This design comes from an exercise in tuning for small area, a short achievable clock period and few clock cycles per item on the open sky130 flow, not from production work.
For this run, only the layout was checked, not whether the RTL still works.
Power is estimated from default activity; no workload was simulated.

==> design/flow/constraint.sdc <==
create_clock -name core_clock -period 10.0 [get_ports {clock}]
set_input_delay 2.0000 -clock core_clock [delete_from_list [all_inputs] [get_ports {clock}]]
set_output_delay 2.0000 -clock core_clock [all_outputs]
set_load 0.01 [all_outputs]
==> design/flow/config.mk <==
export PLATFORM = sky130hd
export DESIGN_NAME = double_talk_detector_unit
export DESIGN_NICKNAME = double_talk_detector_unit
export VERILOG_FILES = /design/flow/design.v
export SDC_FILE = /design/flow/constraint.sdc
export NUM_CORES = 4
export LEC_CHECK = 0
export ABC_CLOCK_PERIOD_IN_PS = 3000
export CAP_MARGIN = 20
export CORE_MARGIN = 2
export CORE_UTILIZATION = 40
export PLACE_DENSITY = 0.6
export SLEW_MARGIN = 20
export SYNTH_HIERARCHICAL = 1
==> design/flow/flow/run.sh <==
#!/bin/bash
# The standard layout, with timing repair aiming below the clock period:
# repair_timing works to a setup slack of MARGIN ns at the design's clock.
set -euo pipefail
MARGIN=${MARGIN:-7}
bash standard.sh finish SETUP_SLACK_MARGIN=$MARGIN > flow.log 2>&1
==> design/flow/design.v <==
`default_nettype none
package dtd_pkg;
   localparam int SAMPLE_W    = 16;
   localparam int SUM_W       = 41;
   localparam int LVL_W       = 32;
   localparam int ALPHA_W     = 16;
   localparam int RATIO_W     = 16;
   localparam int SILENCE_W   = 24;
   localparam int CSR_DATA_W  = 24;
   localparam int CSR_IDX_W   = 2;
   localparam logic [ALPHA_W-1:0]   ALPHA_RESET   = 16'd58982;
   localparam logic [RATIO_W-1:0]   RATIO_RESET   = 16'd128;
   localparam logic [SILENCE_W-1:0] SILENCE_RESET = 24'd11;
endpackage
`default_nettype wire
`default_nettype none
module dtd_fa (
   input  wire logic a,
   input  wire logic b,
   input  wire logic c,
   output logic      s,
   output logic      co
);
   assign s  = a ^ b ^ c;
   assign co = (a & b) | (a & c) | (b & c);
endmodule
module dtd_ha (
   input  wire logic a,
   input  wire logic b,
   output logic      s,
   output logic      co
);
   assign s  = a ^ b;
   assign co = a & b;
endmodule
module dtd_sq_tree (
   input  wire logic [14:0] y,
   input  wire logic        s,
   input  wire logic [40:0] a,
   input  wire logic [40:0]  ci,
   output logic [40:0]      o,
   output logic [40:0]       co
);
   wire sv = s;
   wire dg_0 = y[0];
   wire dg_1 = y[1];
   wire dg_2 = y[2];
   wire dg_3 = y[3];
   wire dg_4 = y[4];
   wire dg_5 = y[5];
   wire dg_6 = y[6];
   wire dg_7 = y[7];
   wire dg_8 = y[8];
   wire dg_9 = y[9];
   wire dg_10 = y[10];
   wire dg_11 = y[11];
   wire dg_12 = y[12];
   wire dg_13 = y[13];
   wire dg_14 = y[14];
   wire pp_0_1 = y[0] & y[1];
   wire pp_0_2 = y[0] & y[2];
   wire pp_0_3 = y[0] & y[3];
   wire pp_0_4 = y[0] & y[4];
   wire pp_0_5 = y[0] & y[5];
   wire pp_0_6 = y[0] & y[6];
   wire pp_0_7 = y[0] & y[7];
   wire pp_0_8 = y[0] & y[8];
   wire pp_0_9 = y[0] & y[9];
   wire pp_0_10 = y[0] & y[10];
   wire pp_0_11 = y[0] & y[11];
   wire pp_0_12 = y[0] & y[12];
   wire pp_0_13 = y[0] & y[13];
   wire pp_0_14 = y[0] & y[14];
   wire pp_1_2 = y[1] & y[2];
   wire pp_1_3 = y[1] & y[3];
   wire pp_1_4 = y[1] & y[4];
   wire pp_1_5 = y[1] & y[5];
   wire pp_1_6 = y[1] & y[6];
   wire pp_1_7 = y[1] & y[7];
   wire pp_1_8 = y[1] & y[8];
   wire pp_1_9 = y[1] & y[9];
   wire pp_1_10 = y[1] & y[10];
   wire pp_1_11 = y[1] & y[11];
   wire pp_1_12 = y[1] & y[12];
   wire pp_1_13 = y[1] & y[13];
   wire pp_1_14 = y[1] & y[14];
   wire pp_2_3 = y[2] & y[3];
   wire pp_2_4 = y[2] & y[4];
   wire pp_2_5 = y[2] & y[5];
   wire pp_2_6 = y[2] & y[6];
   wire pp_2_7 = y[2] & y[7];
   wire pp_2_8 = y[2] & y[8];
   wire pp_2_9 = y[2] & y[9];
   wire pp_2_10 = y[2] & y[10];
   wire pp_2_11 = y[2] & y[11];
   wire pp_2_12 = y[2] & y[12];
   wire pp_2_13 = y[2] & y[13];
   wire pp_2_14 = y[2] & y[14];
   wire pp_3_4 = y[3] & y[4];
   wire pp_3_5 = y[3] & y[5];
   wire pp_3_6 = y[3] & y[6];
   wire pp_3_7 = y[3] & y[7];
   wire pp_3_8 = y[3] & y[8];
   wire pp_3_9 = y[3] & y[9];
   wire pp_3_10 = y[3] & y[10];
   wire pp_3_11 = y[3] & y[11];
   wire pp_3_12 = y[3] & y[12];
   wire pp_3_13 = y[3] & y[13];
   wire pp_3_14 = y[3] & y[14];
   wire pp_4_5 = y[4] & y[5];
   wire pp_4_6 = y[4] & y[6];
   wire pp_4_7 = y[4] & y[7];
   wire pp_4_8 = y[4] & y[8];
   wire pp_4_9 = y[4] & y[9];
   wire pp_4_10 = y[4] & y[10];
   wire pp_4_11 = y[4] & y[11];
   wire pp_4_12 = y[4] & y[12];
   wire pp_4_13 = y[4] & y[13];
   wire pp_4_14 = y[4] & y[14];
   wire pp_5_6 = y[5] & y[6];
   wire pp_5_7 = y[5] & y[7];
   wire pp_5_8 = y[5] & y[8];
   wire pp_5_9 = y[5] & y[9];
   wire pp_5_10 = y[5] & y[10];
   wire pp_5_11 = y[5] & y[11];
   wire pp_5_12 = y[5] & y[12];
   wire pp_5_13 = y[5] & y[13];
   wire pp_5_14 = y[5] & y[14];
   wire pp_6_7 = y[6] & y[7];
   wire pp_6_8 = y[6] & y[8];
   wire pp_6_9 = y[6] & y[9];
   wire pp_6_10 = y[6] & y[10];
   wire pp_6_11 = y[6] & y[11];
   wire pp_6_12 = y[6] & y[12];
   wire pp_6_13 = y[6] & y[13];
   wire pp_6_14 = y[6] & y[14];
   wire pp_7_8 = y[7] & y[8];
   wire pp_7_9 = y[7] & y[9];
   wire pp_7_10 = y[7] & y[10];
   wire pp_7_11 = y[7] & y[11];
   wire pp_7_12 = y[7] & y[12];
   wire pp_7_13 = y[7] & y[13];
   wire pp_7_14 = y[7] & y[14];
   wire pp_8_9 = y[8] & y[9];
   wire pp_8_10 = y[8] & y[10];
   wire pp_8_11 = y[8] & y[11];
   wire pp_8_12 = y[8] & y[12];
   wire pp_8_13 = y[8] & y[13];
   wire pp_8_14 = y[8] & y[14];
   wire pp_9_10 = y[9] & y[10];
   wire pp_9_11 = y[9] & y[11];
   wire pp_9_12 = y[9] & y[12];
   wire pp_9_13 = y[9] & y[13];
   wire pp_9_14 = y[9] & y[14];
   wire pp_10_11 = y[10] & y[11];
   wire pp_10_12 = y[10] & y[12];
   wire pp_10_13 = y[10] & y[13];
   wire pp_10_14 = y[10] & y[14];
   wire pp_11_12 = y[11] & y[12];
   wire pp_11_13 = y[11] & y[13];
   wire pp_11_14 = y[11] & y[14];
   wire pp_12_13 = y[12] & y[13];
   wire pp_12_14 = y[12] & y[14];
   wire pp_13_14 = y[13] & y[14];
   wire cr_0 = s & y[0];
   wire cr_1 = s & y[1];
   wire cr_2 = s & y[2];
   wire cr_3 = s & y[3];
   wire cr_4 = s & y[4];
   wire cr_5 = s & y[5];
   wire cr_6 = s & y[6];
   wire cr_7 = s & y[7];
   wire cr_8 = s & y[8];
   wire cr_9 = s & y[9];
   wire cr_10 = s & y[10];
   wire cr_11 = s & y[11];
   wire cr_12 = s & y[12];
   wire cr_13 = s & y[13];
   wire cr_14 = s & y[14];
   wire n1, n2;
   dtd_ha u_n1 (.a(pp_0_11), .b(pp_1_10), .s(n1), .co(n2));
   wire n3, n4;
   dtd_ha u_n3 (.a(pp_0_12), .b(pp_1_11), .s(n3), .co(n4));
   wire n5, n6;
   dtd_fa u_n5 (.a(pp_0_13), .b(pp_1_12), .c(pp_2_11), .s(n5), .co(n6));
   wire n7, n8;
   dtd_ha u_n7 (.a(pp_3_10), .b(pp_4_9), .s(n7), .co(n8));
   wire n9, n10;
   dtd_fa u_n9 (.a(pp_0_14), .b(pp_1_13), .c(pp_2_12), .s(n9), .co(n10));
   wire n11, n12;
   dtd_ha u_n11 (.a(pp_3_11), .b(pp_4_10), .s(n11), .co(n12));
   wire n13, n14;
   dtd_fa u_n13 (.a(pp_1_14), .b(pp_2_13), .c(pp_3_12), .s(n13), .co(n14));
   wire n15, n16;
   dtd_ha u_n15 (.a(pp_4_11), .b(pp_5_10), .s(n15), .co(n16));
   wire n17, n18;
   dtd_ha u_n17 (.a(pp_2_14), .b(pp_3_13), .s(n17), .co(n18));
   wire n19, n20;
   dtd_ha u_n19 (.a(pp_3_14), .b(pp_4_13), .s(n19), .co(n20));
   wire n21, n22;
   dtd_ha u_n21 (.a(pp_0_5), .b(pp_1_4), .s(n21), .co(n22));
   wire n23, n24;
   dtd_ha u_n23 (.a(pp_0_6), .b(pp_1_5), .s(n23), .co(n24));
   wire n25, n26;
   dtd_fa u_n25 (.a(pp_0_7), .b(pp_1_6), .c(pp_2_5), .s(n25), .co(n26));
   wire n27, n28;
   dtd_ha u_n27 (.a(pp_3_4), .b(dg_4), .s(n27), .co(n28));
   wire n29, n30;
   dtd_fa u_n29 (.a(pp_0_8), .b(pp_1_7), .c(pp_2_6), .s(n29), .co(n30));
   wire n31, n32;
   dtd_ha u_n31 (.a(pp_3_5), .b(cr_8), .s(n31), .co(n32));
   wire n33, n34;
   dtd_fa u_n33 (.a(pp_0_9), .b(pp_1_8), .c(pp_2_7), .s(n33), .co(n34));
   wire n35, n36;
   dtd_fa u_n35 (.a(pp_3_6), .b(pp_4_5), .c(dg_5), .s(n35), .co(n36));
   wire n37, n38;
   dtd_ha u_n37 (.a(cr_9), .b(a[10]), .s(n37), .co(n38));
   wire n39, n40;
   dtd_fa u_n39 (.a(pp_0_10), .b(pp_1_9), .c(pp_2_8), .s(n39), .co(n40));
   wire n41, n42;
   dtd_fa u_n41 (.a(pp_3_7), .b(pp_4_6), .c(cr_10), .s(n41), .co(n42));
   wire n43, n44;
   dtd_ha u_n43 (.a(a[11]), .b(ci[11]), .s(n43), .co(n44));
   wire n45, n46;
   dtd_fa u_n45 (.a(n1), .b(pp_2_9), .c(pp_3_8), .s(n45), .co(n46));
   wire n47, n48;
   dtd_fa u_n47 (.a(pp_4_7), .b(pp_5_6), .c(dg_6), .s(n47), .co(n48));
   wire n49, n50;
   dtd_fa u_n49 (.a(cr_11), .b(a[12]), .c(ci[12]), .s(n49), .co(n50));
   wire n51, n52;
   dtd_fa u_n51 (.a(n2), .b(n3), .c(pp_2_10), .s(n51), .co(n52));
   wire n53, n54;
   dtd_fa u_n53 (.a(pp_3_9), .b(pp_4_8), .c(pp_5_7), .s(n53), .co(n54));
   wire n55, n56;
   dtd_fa u_n55 (.a(cr_12), .b(a[13]), .c(ci[13]), .s(n55), .co(n56));
   wire n57, n58;
   dtd_fa u_n57 (.a(n4), .b(n5), .c(n7), .s(n57), .co(n58));
   wire n59, n60;
   dtd_fa u_n59 (.a(pp_5_8), .b(pp_6_7), .c(dg_7), .s(n59), .co(n60));
   wire n61, n62;
   dtd_fa u_n61 (.a(cr_13), .b(a[14]), .c(ci[14]), .s(n61), .co(n62));
   wire n63, n64;
   dtd_fa u_n63 (.a(n6), .b(n8), .c(n9), .s(n63), .co(n64));
   wire n65, n66;
   dtd_fa u_n65 (.a(n11), .b(pp_5_9), .c(pp_6_8), .s(n65), .co(n66));
   wire n67, n68;
   dtd_fa u_n67 (.a(cr_14), .b(a[15]), .c(ci[15]), .s(n67), .co(n68));
   wire n69, n70;
   dtd_fa u_n69 (.a(n10), .b(n12), .c(n13), .s(n69), .co(n70));
   wire n71, n72;
   dtd_fa u_n71 (.a(n15), .b(pp_6_9), .c(pp_7_8), .s(n71), .co(n72));
   wire n73, n74;
   dtd_fa u_n73 (.a(dg_8), .b(a[16]), .c(ci[16]), .s(n73), .co(n74));
   wire n75, n76;
   dtd_fa u_n75 (.a(n14), .b(n16), .c(n17), .s(n75), .co(n76));
   wire n77, n78;
   dtd_fa u_n77 (.a(pp_4_12), .b(pp_5_11), .c(pp_6_10), .s(n77), .co(n78));
   wire n79, n80;
   dtd_fa u_n79 (.a(pp_7_9), .b(a[17]), .c(ci[17]), .s(n79), .co(n80));
   wire n81, n82;
   dtd_fa u_n81 (.a(n18), .b(n19), .c(pp_5_12), .s(n81), .co(n82));
   wire n83, n84;
   dtd_fa u_n83 (.a(pp_6_11), .b(pp_7_10), .c(pp_8_9), .s(n83), .co(n84));
   wire n85, n86;
   dtd_fa u_n85 (.a(dg_9), .b(a[18]), .c(ci[18]), .s(n85), .co(n86));
   wire n87, n88;
   dtd_fa u_n87 (.a(n20), .b(pp_4_14), .c(pp_5_13), .s(n87), .co(n88));
   wire n89, n90;
   dtd_fa u_n89 (.a(pp_6_12), .b(pp_7_11), .c(pp_8_10), .s(n89), .co(n90));
   wire n91, n92;
   dtd_ha u_n91 (.a(a[19]), .b(ci[19]), .s(n91), .co(n92));
   wire n93, n94;
   dtd_fa u_n93 (.a(pp_5_14), .b(pp_6_13), .c(pp_7_12), .s(n93), .co(n94));
   wire n95, n96;
   dtd_fa u_n95 (.a(pp_8_11), .b(pp_9_10), .c(dg_10), .s(n95), .co(n96));
   wire n97, n98;
   dtd_ha u_n97 (.a(a[20]), .b(ci[20]), .s(n97), .co(n98));
   wire n99, n100;
   dtd_fa u_n99 (.a(pp_6_14), .b(pp_7_13), .c(pp_8_12), .s(n99), .co(n100));
   wire n101, n102;
   dtd_ha u_n101 (.a(pp_9_11), .b(a[21]), .s(n101), .co(n102));
   wire n103, n104;
   dtd_fa u_n103 (.a(pp_7_14), .b(pp_8_13), .c(pp_9_12), .s(n103), .co(n104));
   wire n105, n106;
   dtd_ha u_n105 (.a(pp_10_11), .b(dg_11), .s(n105), .co(n106));
   wire n107, n108;
   dtd_ha u_n107 (.a(pp_8_14), .b(pp_9_13), .s(n107), .co(n108));
   wire n109, n110;
   dtd_ha u_n109 (.a(pp_9_14), .b(pp_10_13), .s(n109), .co(n110));
   wire n111, n112;
   dtd_ha u_n111 (.a(pp_0_1), .b(dg_1), .s(n111), .co(n112));
   wire n113, n114;
   dtd_ha u_n113 (.a(pp_0_2), .b(cr_2), .s(n113), .co(n114));
   wire n115, n116;
   dtd_fa u_n115 (.a(pp_0_3), .b(pp_1_2), .c(dg_2), .s(n115), .co(n116));
   wire n117, n118;
   dtd_ha u_n117 (.a(cr_3), .b(a[4]), .s(n117), .co(n118));
   wire n119, n120;
   dtd_fa u_n119 (.a(pp_0_4), .b(pp_1_3), .c(cr_4), .s(n119), .co(n120));
   wire n121, n122;
   dtd_ha u_n121 (.a(a[5]), .b(ci[5]), .s(n121), .co(n122));
   wire n123, n124;
   dtd_fa u_n123 (.a(n21), .b(pp_2_3), .c(dg_3), .s(n123), .co(n124));
   wire n125, n126;
   dtd_fa u_n125 (.a(cr_5), .b(a[6]), .c(ci[6]), .s(n125), .co(n126));
   wire n127, n128;
   dtd_fa u_n127 (.a(n22), .b(n23), .c(pp_2_4), .s(n127), .co(n128));
   wire n129, n130;
   dtd_fa u_n129 (.a(cr_6), .b(a[7]), .c(ci[7]), .s(n129), .co(n130));
   wire n131, n132;
   dtd_fa u_n131 (.a(n24), .b(n25), .c(n27), .s(n131), .co(n132));
   wire n133, n134;
   dtd_fa u_n133 (.a(cr_7), .b(a[8]), .c(ci[8]), .s(n133), .co(n134));
   wire n135, n136;
   dtd_fa u_n135 (.a(n26), .b(n28), .c(n29), .s(n135), .co(n136));
   wire n137, n138;
   dtd_fa u_n137 (.a(n31), .b(a[9]), .c(ci[9]), .s(n137), .co(n138));
   wire n139, n140;
   dtd_fa u_n139 (.a(n30), .b(n32), .c(n33), .s(n139), .co(n140));
   wire n141, n142;
   dtd_fa u_n141 (.a(n35), .b(n37), .c(ci[10]), .s(n141), .co(n142));
   wire n143, n144;
   dtd_fa u_n143 (.a(n34), .b(n36), .c(n38), .s(n143), .co(n144));
   wire n145, n146;
   dtd_fa u_n145 (.a(n39), .b(n41), .c(n43), .s(n145), .co(n146));
   wire n147, n148;
   dtd_fa u_n147 (.a(n40), .b(n42), .c(n44), .s(n147), .co(n148));
   wire n149, n150;
   dtd_fa u_n149 (.a(n45), .b(n47), .c(n49), .s(n149), .co(n150));
   wire n151, n152;
   dtd_fa u_n151 (.a(n46), .b(n48), .c(n50), .s(n151), .co(n152));
   wire n153, n154;
   dtd_fa u_n153 (.a(n51), .b(n53), .c(n55), .s(n153), .co(n154));
   wire n155, n156;
   dtd_fa u_n155 (.a(n52), .b(n54), .c(n56), .s(n155), .co(n156));
   wire n157, n158;
   dtd_fa u_n157 (.a(n57), .b(n59), .c(n61), .s(n157), .co(n158));
   wire n159, n160;
   dtd_fa u_n159 (.a(n58), .b(n60), .c(n62), .s(n159), .co(n160));
   wire n161, n162;
   dtd_fa u_n161 (.a(n63), .b(n65), .c(n67), .s(n161), .co(n162));
   wire n163, n164;
   dtd_fa u_n163 (.a(n64), .b(n66), .c(n68), .s(n163), .co(n164));
   wire n165, n166;
   dtd_fa u_n165 (.a(n69), .b(n71), .c(n73), .s(n165), .co(n166));
   wire n167, n168;
   dtd_fa u_n167 (.a(n70), .b(n72), .c(n74), .s(n167), .co(n168));
   wire n169, n170;
   dtd_fa u_n169 (.a(n75), .b(n77), .c(n79), .s(n169), .co(n170));
   wire n171, n172;
   dtd_fa u_n171 (.a(n76), .b(n78), .c(n80), .s(n171), .co(n172));
   wire n173, n174;
   dtd_fa u_n173 (.a(n81), .b(n83), .c(n85), .s(n173), .co(n174));
   wire n175, n176;
   dtd_fa u_n175 (.a(n82), .b(n84), .c(n86), .s(n175), .co(n176));
   wire n177, n178;
   dtd_fa u_n177 (.a(n87), .b(n89), .c(n91), .s(n177), .co(n178));
   wire n179, n180;
   dtd_fa u_n179 (.a(n88), .b(n90), .c(n92), .s(n179), .co(n180));
   wire n181, n182;
   dtd_fa u_n181 (.a(n93), .b(n95), .c(n97), .s(n181), .co(n182));
   wire n183, n184;
   dtd_fa u_n183 (.a(n94), .b(n96), .c(n98), .s(n183), .co(n184));
   wire n185, n186;
   dtd_fa u_n185 (.a(n99), .b(n101), .c(ci[21]), .s(n185), .co(n186));
   wire n187, n188;
   dtd_fa u_n187 (.a(n100), .b(n102), .c(n103), .s(n187), .co(n188));
   wire n189, n190;
   dtd_fa u_n189 (.a(n105), .b(a[22]), .c(ci[22]), .s(n189), .co(n190));
   wire n191, n192;
   dtd_fa u_n191 (.a(n104), .b(n106), .c(n107), .s(n191), .co(n192));
   wire n193, n194;
   dtd_fa u_n193 (.a(pp_10_12), .b(a[23]), .c(ci[23]), .s(n193), .co(n194));
   wire n195, n196;
   dtd_fa u_n195 (.a(n108), .b(n109), .c(pp_11_12), .s(n195), .co(n196));
   wire n197, n198;
   dtd_fa u_n197 (.a(dg_12), .b(a[24]), .c(ci[24]), .s(n197), .co(n198));
   wire n199, n200;
   dtd_fa u_n199 (.a(n110), .b(pp_10_14), .c(pp_11_13), .s(n199), .co(n200));
   wire n201, n202;
   dtd_ha u_n201 (.a(a[25]), .b(ci[25]), .s(n201), .co(n202));
   wire n203, n204;
   dtd_fa u_n203 (.a(pp_11_14), .b(pp_12_13), .c(dg_13), .s(n203), .co(n204));
   wire n205, n206;
   dtd_ha u_n205 (.a(a[26]), .b(ci[26]), .s(n205), .co(n206));
   wire n207, n208;
   dtd_ha u_n207 (.a(pp_12_14), .b(a[27]), .s(n207), .co(n208));
   wire n209, n210;
   dtd_ha u_n209 (.a(pp_13_14), .b(dg_14), .s(n209), .co(n210));
   wire n211, n212;
   dtd_ha u_n211 (.a(dg_0), .b(sv), .s(n211), .co(n212));
   wire n213, n214;
   dtd_ha u_n213 (.a(cr_0), .b(a[1]), .s(n213), .co(n214));
   wire n215, n216;
   dtd_fa u_n215 (.a(n111), .b(cr_1), .c(a[2]), .s(n215), .co(n216));
   wire n217, n218;
   dtd_fa u_n217 (.a(n112), .b(n113), .c(a[3]), .s(n217), .co(n218));
   wire n219, n220;
   dtd_fa u_n219 (.a(n114), .b(n115), .c(n117), .s(n219), .co(n220));
   wire n221, n222;
   dtd_fa u_n221 (.a(n116), .b(n118), .c(n119), .s(n221), .co(n222));
   wire n223, n224;
   dtd_fa u_n223 (.a(n120), .b(n122), .c(n123), .s(n223), .co(n224));
   wire n225, n226;
   dtd_fa u_n225 (.a(n124), .b(n126), .c(n127), .s(n225), .co(n226));
   wire n227, n228;
   dtd_fa u_n227 (.a(n128), .b(n130), .c(n131), .s(n227), .co(n228));
   wire n229, n230;
   dtd_fa u_n229 (.a(n132), .b(n134), .c(n135), .s(n229), .co(n230));
   wire n231, n232;
   dtd_fa u_n231 (.a(n136), .b(n138), .c(n139), .s(n231), .co(n232));
   wire n233, n234;
   dtd_fa u_n233 (.a(n140), .b(n142), .c(n143), .s(n233), .co(n234));
   wire n235, n236;
   dtd_fa u_n235 (.a(n144), .b(n146), .c(n147), .s(n235), .co(n236));
   wire n237, n238;
   dtd_fa u_n237 (.a(n148), .b(n150), .c(n151), .s(n237), .co(n238));
   wire n239, n240;
   dtd_fa u_n239 (.a(n152), .b(n154), .c(n155), .s(n239), .co(n240));
   wire n241, n242;
   dtd_fa u_n241 (.a(n156), .b(n158), .c(n159), .s(n241), .co(n242));
   wire n243, n244;
   dtd_fa u_n243 (.a(n160), .b(n162), .c(n163), .s(n243), .co(n244));
   wire n245, n246;
   dtd_fa u_n245 (.a(n164), .b(n166), .c(n167), .s(n245), .co(n246));
   wire n247, n248;
   dtd_fa u_n247 (.a(n168), .b(n170), .c(n171), .s(n247), .co(n248));
   wire n249, n250;
   dtd_fa u_n249 (.a(n172), .b(n174), .c(n175), .s(n249), .co(n250));
   wire n251, n252;
   dtd_fa u_n251 (.a(n176), .b(n178), .c(n179), .s(n251), .co(n252));
   wire n253, n254;
   dtd_fa u_n253 (.a(n180), .b(n182), .c(n183), .s(n253), .co(n254));
   wire n255, n256;
   dtd_fa u_n255 (.a(n184), .b(n186), .c(n187), .s(n255), .co(n256));
   wire n257, n258;
   dtd_fa u_n257 (.a(n188), .b(n190), .c(n191), .s(n257), .co(n258));
   wire n259, n260;
   dtd_fa u_n259 (.a(n192), .b(n194), .c(n195), .s(n259), .co(n260));
   wire n261, n262;
   dtd_fa u_n261 (.a(n196), .b(n198), .c(n199), .s(n261), .co(n262));
   wire n263, n264;
   dtd_fa u_n263 (.a(n200), .b(n202), .c(n203), .s(n263), .co(n264));
   wire n265, n266;
   dtd_fa u_n265 (.a(n204), .b(n206), .c(n207), .s(n265), .co(n266));
   wire n267, n268;
   dtd_fa u_n267 (.a(n208), .b(n209), .c(a[28]), .s(n267), .co(n268));
   wire n269, n270;
   dtd_ha u_n269 (.a(n210), .b(a[29]), .s(n269), .co(n270));
   wire n271, n272;
   dtd_ha u_n271 (.a(n211), .b(a[0]), .s(n271), .co(n272));
   wire n273, n274;
   dtd_fa u_n273 (.a(n212), .b(n213), .c(ci[1]), .s(n273), .co(n274));
   wire n275, n276;
   dtd_fa u_n275 (.a(n214), .b(n215), .c(ci[2]), .s(n275), .co(n276));
   wire n277, n278;
   dtd_fa u_n277 (.a(n216), .b(n217), .c(ci[3]), .s(n277), .co(n278));
   wire n279, n280;
   dtd_fa u_n279 (.a(n218), .b(n219), .c(ci[4]), .s(n279), .co(n280));
   wire n281, n282;
   dtd_fa u_n281 (.a(n220), .b(n221), .c(n121), .s(n281), .co(n282));
   wire n283, n284;
   dtd_fa u_n283 (.a(n222), .b(n223), .c(n125), .s(n283), .co(n284));
   wire n285, n286;
   dtd_fa u_n285 (.a(n224), .b(n225), .c(n129), .s(n285), .co(n286));
   wire n287, n288;
   dtd_fa u_n287 (.a(n226), .b(n227), .c(n133), .s(n287), .co(n288));
   wire n289, n290;
   dtd_fa u_n289 (.a(n228), .b(n229), .c(n137), .s(n289), .co(n290));
   wire n291, n292;
   dtd_fa u_n291 (.a(n230), .b(n231), .c(n141), .s(n291), .co(n292));
   wire n293, n294;
   dtd_fa u_n293 (.a(n232), .b(n233), .c(n145), .s(n293), .co(n294));
   wire n295, n296;
   dtd_fa u_n295 (.a(n234), .b(n235), .c(n149), .s(n295), .co(n296));
   wire n297, n298;
   dtd_fa u_n297 (.a(n236), .b(n237), .c(n153), .s(n297), .co(n298));
   wire n299, n300;
   dtd_fa u_n299 (.a(n238), .b(n239), .c(n157), .s(n299), .co(n300));
   wire n301, n302;
   dtd_fa u_n301 (.a(n240), .b(n241), .c(n161), .s(n301), .co(n302));
   wire n303, n304;
   dtd_fa u_n303 (.a(n242), .b(n243), .c(n165), .s(n303), .co(n304));
   wire n305, n306;
   dtd_fa u_n305 (.a(n244), .b(n245), .c(n169), .s(n305), .co(n306));
   wire n307, n308;
   dtd_fa u_n307 (.a(n246), .b(n247), .c(n173), .s(n307), .co(n308));
   wire n309, n310;
   dtd_fa u_n309 (.a(n248), .b(n249), .c(n177), .s(n309), .co(n310));
   wire n311, n312;
   dtd_fa u_n311 (.a(n250), .b(n251), .c(n181), .s(n311), .co(n312));
   wire n313, n314;
   dtd_fa u_n313 (.a(n252), .b(n253), .c(n185), .s(n313), .co(n314));
   wire n315, n316;
   dtd_fa u_n315 (.a(n254), .b(n255), .c(n189), .s(n315), .co(n316));
   wire n317, n318;
   dtd_fa u_n317 (.a(n256), .b(n257), .c(n193), .s(n317), .co(n318));
   wire n319, n320;
   dtd_fa u_n319 (.a(n258), .b(n259), .c(n197), .s(n319), .co(n320));
   wire n321, n322;
   dtd_fa u_n321 (.a(n260), .b(n261), .c(n201), .s(n321), .co(n322));
   wire n323, n324;
   dtd_fa u_n323 (.a(n262), .b(n263), .c(n205), .s(n323), .co(n324));
   wire n325, n326;
   dtd_fa u_n325 (.a(n264), .b(n265), .c(ci[27]), .s(n325), .co(n326));
   wire n327, n328;
   dtd_fa u_n327 (.a(n266), .b(n267), .c(ci[28]), .s(n327), .co(n328));
   wire n329, n330;
   dtd_fa u_n329 (.a(n268), .b(n269), .c(ci[29]), .s(n329), .co(n330));
   wire n331, n332;
   dtd_fa u_n331 (.a(n270), .b(a[30]), .c(ci[30]), .s(n331), .co(n332));
   wire n333, n334;
   dtd_ha u_n333 (.a(a[31]), .b(ci[31]), .s(n333), .co(n334));
   wire n335, n336;
   dtd_ha u_n335 (.a(a[32]), .b(ci[32]), .s(n335), .co(n336));
   wire n337, n338;
   dtd_ha u_n337 (.a(a[33]), .b(ci[33]), .s(n337), .co(n338));
   wire n339, n340;
   dtd_ha u_n339 (.a(a[34]), .b(ci[34]), .s(n339), .co(n340));
   wire n341, n342;
   dtd_ha u_n341 (.a(a[35]), .b(ci[35]), .s(n341), .co(n342));
   wire n343, n344;
   dtd_ha u_n343 (.a(a[36]), .b(ci[36]), .s(n343), .co(n344));
   wire n345, n346;
   dtd_ha u_n345 (.a(a[37]), .b(ci[37]), .s(n345), .co(n346));
   wire n347, n348;
   dtd_ha u_n347 (.a(a[38]), .b(ci[38]), .s(n347), .co(n348));
   wire n349, n350;
   dtd_ha u_n349 (.a(a[39]), .b(ci[39]), .s(n349), .co(n350));
   wire n351, n352;
   dtd_ha u_n351 (.a(a[40]), .b(ci[40]), .s(n351), .co(n352));
   assign o = {n350, n348, n346, n344, n342, n340, n338, n336, n334, n332, n330, n328, n326, n324, n322, n320, n318, n316, n314, n312, n310, n308, n306, n304, n302, n300, n298, n296, n294, n292, n290, n288, n286, n284, n282, n280, n278, n276, n274, n272, n271};
   assign co = {n351, n349, n347, n345, n343, n341, n339, n337, n335, n333, n331, n329, n327, n325, n323, n321, n319, n317, n315, n313, n311, n309, n307, n305, n303, n301, n299, n297, n295, n293, n291, n289, n287, n285, n283, n281, n279, n277, n275, n273, ci[0]};
endmodule
module dtd_resolve (
   input  wire logic [40:0] a,
   input  wire logic [40:0] c,
   output logic [40:0]      r
);
   assign r = a + c;
endmodule
`default_nettype wire
`default_nettype none
module dtd_div4 (
   input  wire logic [10:0] rem,
   input  wire logic [1:0]  nxt,
   input  wire logic [10:0] d,
   input  wire logic [12:0] d3,
   output logic [10:0]      rem_o,
   output logic [1:0]       q_o
);
   logic [12:0] t;
   logic [13:0] c1, c2, c3;
   assign t  = {rem, nxt};
   assign c1 = {1'b0, t} - {3'b0, d};
   assign c2 = {1'b0, t} - {2'b0, d, 1'b0};
   assign c3 = {1'b0, t} - {1'b0, d3};
   always_comb begin
      if (!c3[13]) begin
         q_o   = 2'd3;
         rem_o = c3[10:0];
      end else if (!c2[13]) begin
         q_o   = 2'd2;
         rem_o = c2[10:0];
      end else if (!c1[13]) begin
         q_o   = 2'd1;
         rem_o = c1[10:0];
      end else begin
         q_o   = 2'd0;
         rem_o = t[10:0];
      end
   end
endmodule
`default_nettype wire
`default_nettype none
module double_talk_detector_unit (
   input  wire logic         clock,
   input  wire logic         reset,
   input  wire logic         req_valid,
   output logic              req_ready,
   input  wire logic [15:0]  req_far_sample,
   input  wire logic [15:0]  req_mic_sample,
   input  wire logic         req_frame_end,
   output logic              rsp_valid,
   input  wire logic         rsp_ready,
   output logic [1:0]        rsp_talk_state,
   output logic              rsp_adapt_hold,
   input  wire logic         csr_write_enable,
   input  wire logic [1:0]   csr_index,
   input  wire logic [23:0]  csr_write_data
);
   localparam int NB = 41;    
   localparam logic [1:0] A_IDLE = 2'd0;
   localparam logic [1:0] A_DIV  = 2'd1;
   localparam logic [1:0] A_DONE = 2'd2;
   localparam logic [2:0] B_IDLE = 3'd0;
   localparam logic [2:0] B_FAR  = 3'd1;
   localparam logic [2:0] B_MIC  = 3'd2;
   localparam logic [2:0] B_RAT  = 3'd3;
   localparam logic [2:0] B_OUT  = 3'd4;
   logic [15:0]   alpha_ff;
   logic [15:0]   ratio_ff;
   logic [23:0]   silence_ff;
   logic          ready_ff;
   logic          in_v_ff, in_last_ff;
   logic [14:0]   in_fy_ff, in_my_ff;
   logic          in_fs_ff, in_ms_ff;
   logic [9:0]    cnt_ff, dcnt_ff;
   logic          full_ff;
   logic          zap_ff;
   logic [40:0]   fsum_ff, msum_ff;
   logic [NB-1:0] fcb_ff, mcb_ff;
   logic [1:0]    a_st_ff;
   logic [3:0]    a_cnt_ff;
   logic [10:0]   div_ff;
   logic [12:0]   div3_ff;
   logic [10:0]   frem_ff, mrem_ff;
   logic [29:0]   fq_ff, mq_ff;
   logic [2:0]    b_ph_ff;
   logic [3:0]    b_j_ff;
   logic [32:0]   acc_ff;
   logic [30:0]   flvl_ff, mlvl_ff;
   logic          out_valid_ff;
   logic [1:0]    talk_ff;
   always_ff @(posedge clock) begin
      if (reset) begin
         alpha_ff   <= dtd_pkg::ALPHA_RESET;
         ratio_ff   <= dtd_pkg::RATIO_RESET;
         silence_ff <= dtd_pkg::SILENCE_RESET;
      end else if (csr_write_enable) begin
         case (csr_index)
            2'd0:    alpha_ff   <= csr_write_data[15:0];
            2'd1:    ratio_ff   <= csr_write_data[15:0];
            2'd2:    silence_ff <= csr_write_data;
            default: ;
         endcase
      end
   end
   logic          accept, keep_in, load, clr;
   logic [9:0]    cnt_in;
   logic [40:0]   fsum_in, msum_in, fsum_o, msum_o, fres, mres;
   logic [NB-1:0] fcb_in, mcb_in, fcb_o, mcb_o;
   logic          full_in;
   assign accept  = req_valid && ready_ff;
   assign cnt_in  = (in_v_ff && in_last_ff) ? 10'd0 : cnt_ff + {9'd0, in_v_ff};
   assign keep_in = accept && (req_frame_end || !(&cnt_in));
   assign clr     = load || zap_ff;
   assign fsum_in = clr ? 41'd0 : fsum_ff;
   assign msum_in = clr ? 41'd0 : msum_ff;
   assign fcb_in  = clr ? '0 : fcb_ff;
   assign mcb_in  = clr ? '0 : mcb_ff;
   dtd_sq_tree u_ftree (
      .y  (in_fy_ff),
      .s  (in_fs_ff),
      .a  (fsum_in),
      .ci (fcb_in),
      .o  (fsum_o),
      .co (fcb_o)
   );
   dtd_sq_tree u_mtree (
      .y  (in_my_ff),
      .s  (in_ms_ff),
      .a  (msum_in),
      .ci (mcb_in),
      .o  (msum_o),
      .co (mcb_o)
   );
   dtd_resolve u_fres (.a(fsum_ff), .c(fcb_ff), .r(fres));
   dtd_resolve u_mres (.a(msum_ff), .c(mcb_ff), .r(mres));
   assign full_in = (full_ff && !load) || (in_v_ff && in_last_ff);
   always_ff @(posedge clock) begin
      in_fy_ff   <= {15{keep_in}} & (req_far_sample[14:0] ^ {15{req_far_sample[15]}});
      in_fs_ff   <= keep_in & req_far_sample[15];
      in_my_ff   <= {15{keep_in}} & (req_mic_sample[14:0] ^ {15{req_mic_sample[15]}});
      in_ms_ff   <= keep_in & req_mic_sample[15];
      in_last_ff <= req_frame_end;
      fsum_ff    <= fsum_o;
      msum_ff    <= msum_o;
      fcb_ff     <= fcb_o;
      mcb_ff     <= mcb_o;
      if (in_v_ff && in_last_ff) begin
         dcnt_ff <= cnt_ff;
      end
      if (reset) begin
         in_v_ff <= 1'b0;
         cnt_ff  <= '0;
         full_ff <= 1'b0;
         zap_ff  <= 1'b1;
      end else begin
         in_v_ff <= keep_in;
         full_ff <= full_in;
         zap_ff  <= 1'b0;
         cnt_ff  <= cnt_in;
      end
   end
   logic [1:0]  a_st_in;
   logic [10:0] frem_o, mrem_o;
   logic [1:0]  fq_o, mq_o;
   logic        b_fin;
   assign load = full_ff && (a_st_ff == A_IDLE);
   dtd_div4 u_fdiv (
      .rem   (frem_ff),
      .nxt   (fq_ff[29:28]),
      .d     (div_ff),
      .d3    (div3_ff),
      .rem_o (frem_o),
      .q_o   (fq_o)
   );
   dtd_div4 u_mdiv (
      .rem   (mrem_ff),
      .nxt   (mq_ff[29:28]),
      .d     (div_ff),
      .d3    (div3_ff),
      .rem_o (mrem_o),
      .q_o   (mq_o)
   );
   always_comb begin
      a_st_in = a_st_ff;
      case (a_st_ff)
         A_IDLE:  if (full_ff) a_st_in = A_DIV;
         A_DIV:   if (a_cnt_ff == 4'd14) a_st_in = A_DONE;
         A_DONE:  if (b_fin) a_st_in = A_IDLE;
         default: a_st_in = A_IDLE;
      endcase
   end
   always_ff @(posedge clock) begin
      if (load) begin
         frem_ff  <= fres[40:30];
         fq_ff    <= fres[29:0];
         mrem_ff  <= mres[40:30];
         mq_ff    <= mres[29:0];
         div_ff   <= {1'b0, dcnt_ff} + 11'd2;
         div3_ff  <= {3'b0, dcnt_ff} + {2'b0, dcnt_ff, 1'b0} + 13'd6;
         a_cnt_ff <= '0;
      end else if (a_st_ff == A_DIV) begin
         frem_ff  <= frem_o;
         fq_ff    <= {fq_ff[27:0], fq_o};
         mrem_ff  <= mrem_o;
         mq_ff    <= {mq_ff[27:0], mq_o};
         a_cnt_ff <= a_cnt_ff + 4'd1;
      end
      if (reset) begin
         a_st_ff <= A_IDLE;
      end else begin
         a_st_ff <= a_st_in;
      end
   end
   logic [2:0]  b_ph_in;
   logic [3:0]  b_j_in;
   logic        out_free;
   logic        far_on, mic_on, hit;
   logic [1:0]  talk_new;
   typedef struct packed {
      logic yf1, yf2, ym1, ym2, yfq, ymq, yneg;
      logic xacc, xf, xm;
      logic ash, ans, ainit;
      logic wf, wm;
   } ctl_type;
   ctl_type     ctl_ff, ctl_in;
   logic [3:0]  bidx_in;
   logic [15:0] mval_in;
   logic [2:0]  trip_in;
   logic        d_one, d_two, d_neg;
   always_comb begin
      b_ph_in = b_ph_ff;
      b_j_in  = b_j_ff + 4'd1;
      case (b_ph_ff)
         B_IDLE: begin
            b_j_in = '0;
            if (a_st_ff == A_DONE) b_ph_in = B_FAR;
         end
         B_FAR, B_MIC, B_RAT: begin
            if (b_j_ff == 4'd10) begin
               b_j_in  = '0;
               b_ph_in = (b_ph_ff == B_FAR) ? B_MIC :
                         (b_ph_ff == B_MIC) ? B_RAT : B_OUT;
            end
         end
         B_OUT: begin
            b_j_in = '0;
            if (out_free) b_ph_in = B_IDLE;
         end
         default: begin
            b_j_in  = '0;
            b_ph_in = B_IDLE;
         end
      endcase
   end
   always_comb begin
      mval_in = (b_ph_in == B_RAT) ? ratio_ff : alpha_ff;
      bidx_in = (b_ph_in == B_RAT && b_j_in > 4'd5) ? b_j_in - 4'd2 : b_j_in - 4'd1;
      case (bidx_in)
         4'd0:    trip_in = {mval_in[1], mval_in[0], 1'b0};
         4'd1:    trip_in = mval_in[3:1];
         4'd2:    trip_in = mval_in[5:3];
         4'd3:    trip_in = mval_in[7:5];
         4'd4:    trip_in = mval_in[9:7];
         4'd5:    trip_in = mval_in[11:9];
         4'd6:    trip_in = mval_in[13:11];
         4'd7:    trip_in = mval_in[15:13];
         default: trip_in = {2'b00, mval_in[15]};
      endcase
      d_one = (trip_in == 3'b001) || (trip_in == 3'b010) ||
              (trip_in == 3'b101) || (trip_in == 3'b110);
      d_two = (trip_in == 3'b011) || (trip_in == 3'b100);
      d_neg = trip_in[2] && (trip_in != 3'b111);
      ctl_in = '0;
      case (b_ph_in)
         B_FAR, B_MIC: begin
            if (b_j_in == 4'd0) begin
               ctl_in.yfq  = (b_ph_in == B_FAR);
               ctl_in.ymq  = (b_ph_in == B_MIC);
               ctl_in.yneg = 1'b1;
               ctl_in.xf   = (b_ph_in == B_FAR);
               ctl_in.xm   = (b_ph_in == B_MIC);
               ctl_in.wf   = (b_ph_in == B_FAR);
               ctl_in.wm   = (b_ph_in == B_MIC);
            end else if (b_j_in == 4'd10) begin
               ctl_in.yfq  = (b_ph_in == B_FAR);
               ctl_in.ymq  = (b_ph_in == B_MIC);
               ctl_in.xacc = 1'b1;
               ctl_in.wf   = (b_ph_in == B_FAR);
               ctl_in.wm   = (b_ph_in == B_MIC);
            end else begin
               ctl_in.yf1  = d_one && (b_ph_in == B_FAR);
               ctl_in.yf2  = d_two && (b_ph_in == B_FAR);
               ctl_in.ym1  = d_one && (b_ph_in == B_MIC);
               ctl_in.ym2  = d_two && (b_ph_in == B_MIC);
               ctl_in.yneg = d_neg;
               ctl_in.xacc = (b_j_in != 4'd1);
               ctl_in.ash  = (b_j_in != 4'd9);
               ctl_in.ans  = (b_j_in == 4'd9);
            end
         end
         B_RAT: begin
            if (b_j_in == 4'd0) begin
               ctl_in.ainit = 1'b1;
            end else if (b_j_in == 4'd5) begin
               ctl_in.ym1  = 1'b1;
               ctl_in.yneg = 1'b1;
               ctl_in.xacc = 1'b1;
               ctl_in.ans  = 1'b1;
            end else begin
               ctl_in.yf1  = d_one;
               ctl_in.yf2  = d_two;
               ctl_in.yneg = d_neg;
               ctl_in.xacc = 1'b1;
               ctl_in.ash  = (b_j_in != 4'd10);
               ctl_in.ans  = (b_j_in == 4'd10);
            end
         end
         default: ;
      endcase
   end
   logic [33:0] xop, ysel, yop, sum;
   assign xop  = ({34{ctl_ff.xacc}} & {acc_ff[32], acc_ff}) |
                 ({34{ctl_ff.xf}} & {{3{flvl_ff[30]}}, flvl_ff}) |
                 ({34{ctl_ff.xm}} & {{3{mlvl_ff[30]}}, mlvl_ff});
   assign ysel = ({34{ctl_ff.yf1}} & {{3{flvl_ff[30]}}, flvl_ff}) |
                 ({34{ctl_ff.yf2}} & {{2{flvl_ff[30]}}, flvl_ff, 1'b0}) |
                 ({34{ctl_ff.ym1}} & {{3{mlvl_ff[30]}}, mlvl_ff}) |
                 ({34{ctl_ff.ym2}} & {{2{mlvl_ff[30]}}, mlvl_ff, 1'b0}) |
                 ({34{ctl_ff.yfq}} & {4'd0, fq_ff}) |
                 ({34{ctl_ff.ymq}} & {4'd0, mq_ff});
   assign yop  = ysel ^ {34{ctl_ff.yneg}};
   assign sum  = xop + yop + {33'd0, ctl_ff.yneg};
   assign b_fin    = (b_ph_ff == B_MIC) && (b_j_ff == 4'd10);
   assign out_free = !out_valid_ff || rsp_ready;
   assign far_on   = (flvl_ff[29:0] > {6'd0, silence_ff});
   assign mic_on   = (mlvl_ff[29:0] > {6'd0, silence_ff});
   assign hit      = acc_ff[32];
   assign talk_new = (far_on && mic_on && hit) ? 2'd3 :
                     far_on ? 2'd1 :
                     mic_on ? 2'd2 : 2'd0;
   always_ff @(posedge clock) begin
      if (reset) begin
         ctl_ff <= '0;
      end else begin
         ctl_ff <= ctl_in;
      end
      if (ctl_ff.ainit) begin
         acc_ff <= {17'd0, ratio_ff};
      end else if (ctl_ff.ash) begin
         acc_ff <= {sum[33], sum[33:2]};
      end else if (ctl_ff.ans) begin
         acc_ff <= sum[32:0];
      end
      if (reset) begin
         flvl_ff <= '0;
         mlvl_ff <= '0;
      end else begin
         if (ctl_ff.wf) flvl_ff <= sum[30:0];
         if (ctl_ff.wm) mlvl_ff <= sum[30:0];
      end
      if (reset) begin
         b_ph_ff      <= B_IDLE;
         b_j_ff       <= '0;
         out_valid_ff <= 1'b0;
      end else begin
         b_ph_ff <= b_ph_in;
         b_j_ff  <= b_j_in;
         if (b_ph_ff == B_OUT && out_free) begin
            out_valid_ff <= 1'b1;
            talk_ff      <= talk_new;
         end else if (rsp_ready) begin
            out_valid_ff <= 1'b0;
         end
      end
   end
   assign rsp_valid      = out_valid_ff;
   assign rsp_talk_state = talk_ff;
   assign rsp_adapt_hold = talk_ff[1];
   logic full1, idle1, full2, idle2;
   assign full1 = full_in;
   assign idle1 = (a_st_in == A_IDLE);
   assign full2 = (full1 && !idle1) || (keep_in && req_frame_end);
   assign idle2 = (idle1 && !full1) ||
                  (b_ph_in == B_MIC && b_j_in == 4'd10);
   always_ff @(posedge clock) begin
      if (reset) begin
         ready_ff <= 1'b1;
      end else begin
         ready_ff <= !(full2 && !idle2);
      end
   end
   assign req_ready = ready_ff;
endmodule
`default_nettype wire
==> design/flow/standard.sh <==
#!/bin/bash
# synth_recipe.tcl (not shown) runs the flow's synth.tcl, then flattens the netlist and writes it again
# the make line also repeats each setting of config.mk as NAME=value (left out here)
make -C /OpenROAD-flow-scripts/flow DESIGN_CONFIG=/design/flow/config.mk WORK_HOME=/design/flow/orfs CLKGATE_MAP_FILE= SYNTH_SCRIPT=/design/flow/synth_recipe.tcl "${@:-finish}"
==> impl.org <==
** Outcome
- The flow ran to the end and the layout has no timing, DRC or antenna violations.

** Floorplan
- The die is ~330 um tall.
- Initial Util :: 0.402
- Measured along the x axis, the die boundary spans 326 um.
- Area of the core region :: 103000 um^2
- During I/O placement, the number of pins put on the boundary was 69.
- The die covers ~110000 um^2.
- The floorplan has 118 rows.

** Clock network
- The longest clock path from root to sink contains 3 buffers.
- Num CTS Buffers :: 57
- Clock tree synthesis found a total of between 500 and 600 sinks.
- At the later pin of the worst-skew pair, clock insertion delay measures 670 ps.
- The cell sitting at the root of the clock tree is a sky130_fd_sc_hd__clkbuf_16.
- Post-CTS clock slew at the launch and capture registers of the worst setup and hold paths :: roughly 60 ps
- H-Tree Depth :: 2
- TritonCTS clock tree :: done
- For this design, the CTS-stage hold fixing added 0 buffers.

** Power and ir drop
- Cell-internal power :: 4.52 mW
- Clock share of power :: 0.318
- For this design the ratio of total power to cell area is 141 nW/um^2.
- Proportion of power drawn by combinational gates :: 0.312
- Worst VDD drop :: ~0.15 mV
- Of the total power, the share spent switching nets is 0.338.
- The share of total power dissipated in sequential elements is 0.370.
- In this run the power spent charging and discharging nets is between 2 and 2.5 mW.
- Leak pwr :: roughly 21 nW

** Setup path
- On the critical path, the stage with the largest delay is an instance of sky130_fd_sc_hd__a222oi_1.
- STA puts the critical path data required time at approximately 11000 ps.
- Total buffers and inverters traversed by the critical path :: 1
- The worst setup path is launched from a flop.
- Critical Path, Cell by Cell :: buf_12, a222oi_1, a21bo_2, and2_4, fa_2, a211oi_4, o21ai_2, a2111oi_4, nor2_2, a21oi_2, o2111ai_2, a21oi_2, xnor2_2, nand2_1, a221oi_2
- Arrival time at the worst endpoint :: 4370 ps
- The critical path runs through a total of 15 cells.
- Cell count of the worst reg-to-reg path :: 15
- Among the stages of the critical path, the cell type that occurs most often is sky130_fd_sc_hd__a21oi_2.
- In this design, the stage delay of the slowest critical-path cell is approximately 400 ps.
- Worst setup path category :: flop to flop
- Type of element capturing the critical path :: flop
- In this design, the largest share of critical-path delay is due to compound AO/OA/AOI/OAI gates.
- Along the worst path, the maximum fanout reaches 4.

** STA
- Measured against its own limit, the worst slew margin works out to 0.348.
- Static timing analysis puts the maximum clock frequency at around 260 MHz.
- Post-route minimum period :: approximately 3800 ps
- Final setup skew :: 32.7 ps
- Part of the cycle the worst path needs :: 0.380
- Final max-slew violation count :: 0
- Total setup violations reported at the end of the flow :: 0
- Measured slew at the worst slew-check pin :: around 980 ps
- For the final routed database, the setup TNS stands at 0 ps.
- Setup repair after global routing missed its margin :: true
- The final count of hold timing violations came to 0.

** Finish
- Compared with the post-synthesis result, the final layout area differs by 16.4%.
- Final Instance Count excl. Fillers :: about 5700
- The net count of the finished layout is slightly below 5000.
- Total of fill cells in the finished design :: ~9500
- Proportion of layout cells with a drive suffix above 1 :: 0.232

** Route
- Detailed-router iteration count before antenna repair :: 11
- Initial drt markers :: 2700
- Via Count :: 31300
- Post-detailed-routing wire length :: around 120000 um
- Count of nets left with antenna violations after detail routing :: 0
- For this run, design rule violations remaining after detail routing come to 0.
- Vias per inst :: around 5.5
- Average wire per standard cell :: between 20 and 25 um

** Synthesis
- In the synthesized netlist the dominant register cell turns out to be sky130_fd_sc_hd__dfxtp_1.
- The cell count after synthesis came out at approximately 4300.
- Top-area cell type share of the netlist area :: 0.180
- Yosys mapped a number of flops with a built-in enable equal to roughly 130.
- Sequential element share of the synthesized area :: 0.275
- By count the netlist is led by 377 x sky130_fd_sc_hd__and2_1, 373 x sky130_fd_sc_hd__dfxtp_1, 342 x sky130_fd_sc_hd__ha_1.
- A synthesized cell averages just under 10 um^2.
- For this run, asynchronously set or reset flops after synthesis account for 0.
- Synth Warn # :: 8
- Synthesis instantiated ~110 different standard cells from the library.
- Post-synthesis register bit count :: a little over 500
- Area of the mapped netlist :: just over 40000 um^2
- In the post-synthesis netlist, the biggest area contributors are sky130_fd_sc_hd__dfxtp_1 18%, sky130_fd_sc_hd__fa_1 13%, sky130_fd_sc_hd__ha_1 10%.
- Of all cell types, the one taking the most synthesized area is sky130_fd_sc_hd__dfxtp_1.
- Cell with the most instances after synthesis :: sky130_fd_sc_hd__and2_1

** Min path
- Worst hold path class :: flop to flop
- Count of cells along the worst hold path :: 2

** GRT
- The first global-routing pass estimated approximately 180000 um of wire.
- Entering global routing, the biggest net connects 83 pins.
- The number of global-route vias before repair is between 30000 and 40000.
- All-layer global routing usage :: 0.212
- After global routing the overflow that remains totals 0.
- The initial antenna violation count was 5.

** Placement
- Number of buffer cells added on primary ports :: 68
- Number of placed instances with taps included :: 5383
- Dpl hpwl :: slightly below 80000 um
- At the end of routability-driven placement, the weighted congestion stood at roughly 0.89.

** Flow run
- Across the run, the number of max-cap violations was 0.
[power groups by stage]
stage                     sequential (mW)  clock (mW)  combinational (mW)
final                                2.52        2.17                2.13
after global routing                 2.55        2.30                2.37
after floorplan                      2.46           0                1.82
after global placement               2.56           0                1.85
after detailed placement             2.57           0                1.89
after CTS                            2.52        2.22                2.01
[layout make-up]
class / instances / area, um^2 / share of cell area
multi-input cells: 3238 / 29400 / 0.608
flip-flops and latches: 505 / 11500 / 0.239
repair buffers: 278 / 3110 / 0.0643
clock buffers: 88 / 1750 / 0.0361
well taps: 1380 / 1730 / 0.0357
inverters: 172 / 649 / 0.0134
clock inverters: 19 / 193 / 0.00399
diodes: 1 / 2.50 / 0.0000518
[per-layer routing]
layer  global-route usage  vias to the layer above  share of wire
li1                     -                    14800              -
met1                0.295                    15300           0.45
met2                0.339                     1015           0.45
met3               0.0301                      198          0.063
met4               0.0713                        4          0.036
met5                    0                        -        0.00021
[Yosys stat by module, one instance, submodules excluded]
module	copies in the design	cell area [um^2]
double_talk_detector_unit	1	23300
dtd_div4	2	1850
dtd_ha	82	12.5
dtd_fa	270	20.0
dtd_sq_tree	2	1570
dtd_resolve	2	2500
[repair_timing]
| action | 4_1_cts | 5_1_grt |
|---|---|---|
| endpoints found under the setup margin | 272 | 263 |
| cloned | 17 | 9 |
| buffers inserted | 95 | 68 |
| resized for setup | 322 | 217 |
| pin swaps | 150 | 157 |
[path summary, 6_finish.rpt]
kind / start / to / slack [ps]
min: alpha_ff[8] / alpha_ff[8] / 450
min reg2reg: alpha_ff[8] / alpha_ff[8] / 450
max reg2reg: ctl_ff[6] / acc_ff[30] / 6200
max: ctl_ff[6] / acc_ff[30] / 6200
[state kept, by name, indices dropped and copies added (netlist names), 31 cells and up]
register	cells
acc_ff	33
mlvl_ff	31
flvl_ff	31
fcb_ff	41
mcb_ff	41
fsum_ff	41
msum_ff	41
[through the flow]
| stage | instance area, um^2 | setup WS [ps] | total power [mW] | hold slack [ps] | utilization |
|---|---|---|---|---|---|
| 4_1_cts | 46700 | 6170 | 6.75 | 456 | 0.453 |
| 3_3_place_gp | 42300 | 5490 | 4.41 | 443 | 0.410 |
| 5_1_grt | 48300 | 6000 | 7.22 | 473 | 0.468 |
| 3_5_place_dp | 42300 | 5450 | 4.45 | 445 | 0.410 |
| 6_report | 48300 | 6200 | 6.83 | 454 | 0.468 |
| 2_1_floorplan | 42300 | 6280 | 4.28 | 412 | - |
[cell families after synthesis]
logic type / count (synthesis) / share of synthesized area
simple gates: 1280 / 0.163
buf+inv: 533 / 0.0721
compound gates: 898 / 0.150
fa+ha+maj: 622 / 0.238
mux: 195 / 0.0515
xor+xnor: 238 / 0.0502
flops: 505 / 0.275
other cells: 1 / 0.0000903
[placed cells by master (no fill, tap or decap), types with 20 or more instances in the layout]
cell                              Yosys  routed
sky130_fd_sc_hd__a211oi_1            52      42
sky130_fd_sc_hd__a21o_1              69      67
sky130_fd_sc_hd__a21oi_1            243     213
sky130_fd_sc_hd__a21oi_2             12      35
sky130_fd_sc_hd__a222oi_1            30      30
sky130_fd_sc_hd__a22oi_1             90      85
sky130_fd_sc_hd__and2_1             377     312
sky130_fd_sc_hd__and2_2              40      40
sky130_fd_sc_hd__and2_4               0      65
sky130_fd_sc_hd__buf_4              173     132
sky130_fd_sc_hd__buf_6               39      31
sky130_fd_sc_hd__clkbuf_16            0      67
sky130_fd_sc_hd__clkdlybuf4s50_1      0      61
sky130_fd_sc_hd__dfxtp_1            373     325
sky130_fd_sc_hd__dfxtp_2              0      26
sky130_fd_sc_hd__dfxtp_4              0      22
sky130_fd_sc_hd__edfxtp_1           132     132
sky130_fd_sc_hd__fa_1               280     145
sky130_fd_sc_hd__fa_2                 0     135
sky130_fd_sc_hd__ha_1               342     299
sky130_fd_sc_hd__ha_4                 0      28
sky130_fd_sc_hd__inv_1              172     162
sky130_fd_sc_hd__mux2_2              97      89
sky130_fd_sc_hd__mux2i_1             90      86
sky130_fd_sc_hd__nand2_1            279     276
sky130_fd_sc_hd__nand2b_1            35      33
sky130_fd_sc_hd__nand3_1             82      80
sky130_fd_sc_hd__nand3b_1            20      20
sky130_fd_sc_hd__nand4_1             44      44
sky130_fd_sc_hd__nor2_1             236     228
sky130_fd_sc_hd__nor2b_1             28      25
sky130_fd_sc_hd__nor3_1              41      38
sky130_fd_sc_hd__o21a_1              48      47
sky130_fd_sc_hd__o21ai_0             97      81
sky130_fd_sc_hd__o21ai_1             22      28
sky130_fd_sc_hd__o21bai_1            30      27
sky130_fd_sc_hd__o22ai_1             30      29
sky130_fd_sc_hd__xnor2_1            141     118
sky130_fd_sc_hd__xor2_1              97      91
[worst register-to-register path: stages (launching register included)]
cell and delay [ps]:
sky130_fd_sc_hd__dfxtp_4 360, sky130_fd_sc_hd__buf_12 130, sky130_fd_sc_hd__a222oi_1 400, sky130_fd_sc_hd__a21bo_2 290, sky130_fd_sc_hd__and2_4 160, sky130_fd_sc_hd__fa_2 370, sky130_fd_sc_hd__a211oi_4 240, sky130_fd_sc_hd__o21ai_2 130
sky130_fd_sc_hd__a2111oi_4 310, sky130_fd_sc_hd__nor2_2 100, sky130_fd_sc_hd__a21oi_2 230, sky130_fd_sc_hd__o2111ai_2 190, sky130_fd_sc_hd__a21oi_2 200, sky130_fd_sc_hd__xnor2_2 160, sky130_fd_sc_hd__nand2_1 120, sky130_fd_sc_hd__a221oi_2 320

port drivers added, routing unchanged:
The flow's constraints put no driver on any port. The routed layout listed below was extracted and timed again, unchanged, in two steps. Step 1: set_driving_cell puts a clkbuf_16 on clock and a buf_2 on each other input, an assumption about the parent block. Step 2 moves the port delays by t, midway between the first and last clock arrival at a register: inputs arrive t later, outputs are due t later. That takes back most of the time a late clock gives input paths. Slacks: no drivers / after step 1 / after step 2; pairs: no drivers / after step 1.
t (ns): 0.718
setup WS [ns]: 6.202 / 6.202 / 6.202
slew at the worst register clock pin (ns): 0.07 / 0.07
worst slew at a driven data input, ns: 0.10
cell pins on the clock port's net: 1
After both steps this run still meets setup and hold. The setup slack of this run moves by 0.000 ns with the drivers and by 0.000 ns with both steps.
